From an optimization exercise on the open Yosys and OpenROAD flow, aimed at small area, a short achievable clock period and few clock cycles; shortcuts taken in it are not production practice.
RTL that was checked went through simulation tests only; none was proved equivalent to the original.

==> flow/design.v (excerpt) <==
module quad_photodiode_stepper_centering (
    input  logic                              aclk,
    input  logic                              aresetn,
    input  logic                              s_tvalid,
    output logic                              s_tready,
    input  logic [qpsc_pkg::IN_DATA_W-1:0]    s_tdata,   
    input  logic                              s_tuser,   
    output logic                              m_tvalid,
    input  logic                              m_tready,
    output logic [qpsc_pkg::OUT_DATA_W-1:0]   m_tdata,   
    input  logic                              cfg_we,
    input  logic [qpsc_pkg::CFG_IDX_W-1:0]    cfg_index,
    input  logic [qpsc_pkg::CFG_W-1:0]        cfg_wdata
);
Size: about 2,600 cells after synthesis, ~26,000 um^2 of cells after synthesis.
==> flow/config.mk <==
export PLATFORM = sky130hd
export DESIGN_NAME = quad_photodiode_stepper_centering
export DESIGN_NICKNAME = quad_photodiode_stepper_centering
export VERILOG_FILES = /design/flow/design.v
export SDC_FILE = /design/flow/constraint.sdc
export NUM_CORES = 4
export LEC_CHECK = 0
export CAP_MARGIN = 20
export CORE_MARGIN = 2
export CORE_UTILIZATION = 40
export SLEW_MARGIN = 60
export SYNTH_HIERARCHICAL = 1
export SYNTH_MINIMUM_KEEP_SIZE = 0
==> flow/constraint.sdc <==
create_clock -name core_clock -period 12.5 [get_ports {aclk}]
set_input_delay 2.5000 -clock core_clock [delete_from_list [all_inputs] [get_ports {aclk}]]
set_output_delay 2.5000 -clock core_clock [all_outputs]
set_load 0.01 [all_outputs]
run.sh (not shown) runs the stock make flow with config.mk's settings and CLKGATE_MAP_FILE= SYNTH_SCRIPT=/design/flow/synth_recipe.tcl, a recipe that flattens the netlist after the stock synthesis.
Testbench counts at the start, summed over its fixed seeds: cycles 32,256.
Change:
--- a/flow/design.v
+++ b/flow/design.v
@@ -694,24 +694,29 @@
             lo_one[k]  <= !lo_under && booth_one(band_lo17, k);
             lo_two[k]  <= lo_under ? (k == 7) : booth_two(band_lo17, k);
             lo_negn[k] <= lo_under || band_lo17[2*k+1];
             lo_negp[k] <= !lo_under && !band_lo17[2*k+1];
         end
     end
     logic                s0_valid;
     logic                s0_start;
+    logic [6:0]          s0_bd_lo, s0_bd_hi, s0_ac_lo, s0_ac_hi;    
     logic [SB:0]         s0_bd, s0_ac;
     logic [SB-1:0]       qa, qb, qc, qd;
     assign {qd, qc, qb, qa} = s_tdata[4*SB-1:0];
     always_ff @(posedge aclk) begin
         s0_start <= s_tuser;
-        s0_bd    <= {1'b0, qb} + {1'b0, qd};
-        s0_ac    <= {1'b0, qa} + {1'b0, qc};
+        s0_bd_lo <= {1'b0, qb[5:0]}  + {1'b0, qd[5:0]};
+        s0_bd_hi <= {1'b0, qb[11:6]} + {1'b0, qd[11:6]};
+        s0_ac_lo <= {1'b0, qa[5:0]}  + {1'b0, qc[5:0]};
+        s0_ac_hi <= {1'b0, qa[11:6]} + {1'b0, qc[11:6]};
     end
+    assign s0_bd = {s0_bd_hi, 6'b0} + 13'(s0_bd_lo);
+    assign s0_ac = {s0_ac_hi, 6'b0} + 13'(s0_ac_lo);
     logic                s1_valid;
     logic                s1_start;
     logic [13:0]         s1_sum_next, s1_sum_hi, s1_sum_lo;
     logic signed [14:0]  s1_diff;
     always_ff @(posedge aclk) begin
         s1_start <= s0_start;
         s1_diff  <= {2'b00, s0_bd} - {2'b00, s0_ac};
     end
@@ -752,16 +757,19 @@
     logic       out_valid_reg;
     logic       ready_reg;
     logic       take;
     logic [2:0] flight;               
     assign s2_tok     = {s2_start, s2_nobeam, s2_hi, s2_lo};
     assign head       = (q_count != 3'd0) ? q[q_rptr] : s2_tok;
     assign head_valid = (q_count != 3'd0) || s2_valid;
     assign fire       = head_valid && (!out_valid_reg || m_tready);
+    logic [2:0] q_count_inc, q_count_dec;
+    assign q_count_inc = q_count + 3'(s2_valid);
+    assign q_count_dec = q_count + 3'(s2_valid) - 3'd1;
     assign s_tready = ready_reg;
     assign take     = s_tvalid && ready_reg;
     always_ff @(posedge aclk) begin
         if (s2_valid)
             q[q_wptr] <= s2_tok;
     end
     always_ff @(posedge aclk) begin
         if (!aresetn) begin
@@ -775,18 +783,22 @@
             ready_reg     <= 1'b0;
             out_valid_reg <= 1'b0;
         end else begin
             s0_valid      <= take;
             s1_valid      <= s0_valid;
             s2_valid      <= s1_valid;
             q_wptr        <= q_wptr + 2'(s2_valid);
             q_rptr        <= q_rptr + 2'(fire);
-            q_count       <= q_count + 3'(s2_valid) - 3'(fire);
-            flight        <= flight + 3'(take) - 3'(fire);
+            q_count       <= fire ? q_count_dec : q_count_inc;
+            case ({take, fire})
+                2'b10:   flight <= flight + 3'd1;
+                2'b01:   flight <= flight - 3'd1;
+                default: flight <= flight;
+            endcase
             case ({take, fire})
                 2'b10:   ready_reg <= (flight <= 3'(QN - 2));
                 2'b01:   ready_reg <= 1'b1;
                 default: ready_reg <= (flight <= 3'(QN - 1));
             endcase
             out_valid_reg <= fire || (out_valid_reg && !m_tready);
         end
     end
Setup slack is better by 360 ps.
Clock skew barely changes.
Routed wire length is lower by 3.4%.
Final area came out higher by 0.93%.
Die area increases by 0.89%.
Global-route usage fell by 0.85 points.
Area after synthesis rose by 0.91%.
Hold slack is better by 10 ps.
Only the layout flow was run in the second run of this note; the RTL was not checked for function there.

-- re-timing with driven ports --
No port has a modelled driver above. Below, the same layouts with a new extraction and two added sets of constraints.
Step 1 (the two cells are an assumption about what drives the block):
set clk [get_ports {aclk}]
set_driving_cell -lib_cell sky130_fd_sc_hd__clkbuf_16 $clk
set_driving_cell -lib_cell sky130_fd_sc_hd__buf_2 [delete_from_list [all_inputs] $clk]
Step 2, shift: input delay + t, output delay - t, t = (earliest + latest rising clock arrival at the registers) / 2. This alone moves slack from input paths to output paths.
Slacks: ideal / step 1 / step 2; pairs: ideal / step 1.
run | t (ns) | setup WS [ns] | slew at the worst register clock pin (ns) | pins driven straight from the clock port
the first run | 0.622 | 7.941 / 7.972 / 7.350 | 0.08 / 0.08 | 1
the second run | 0.600 | 8.297 / 8.235 / 7.809 | 0.07 / 0.07 | 1
After both steps setup and hold are still met in every run listed. The setup slack of the first run, which loses most, moves by +0.031 ns with the drivers and by -0.591 ns with both steps.
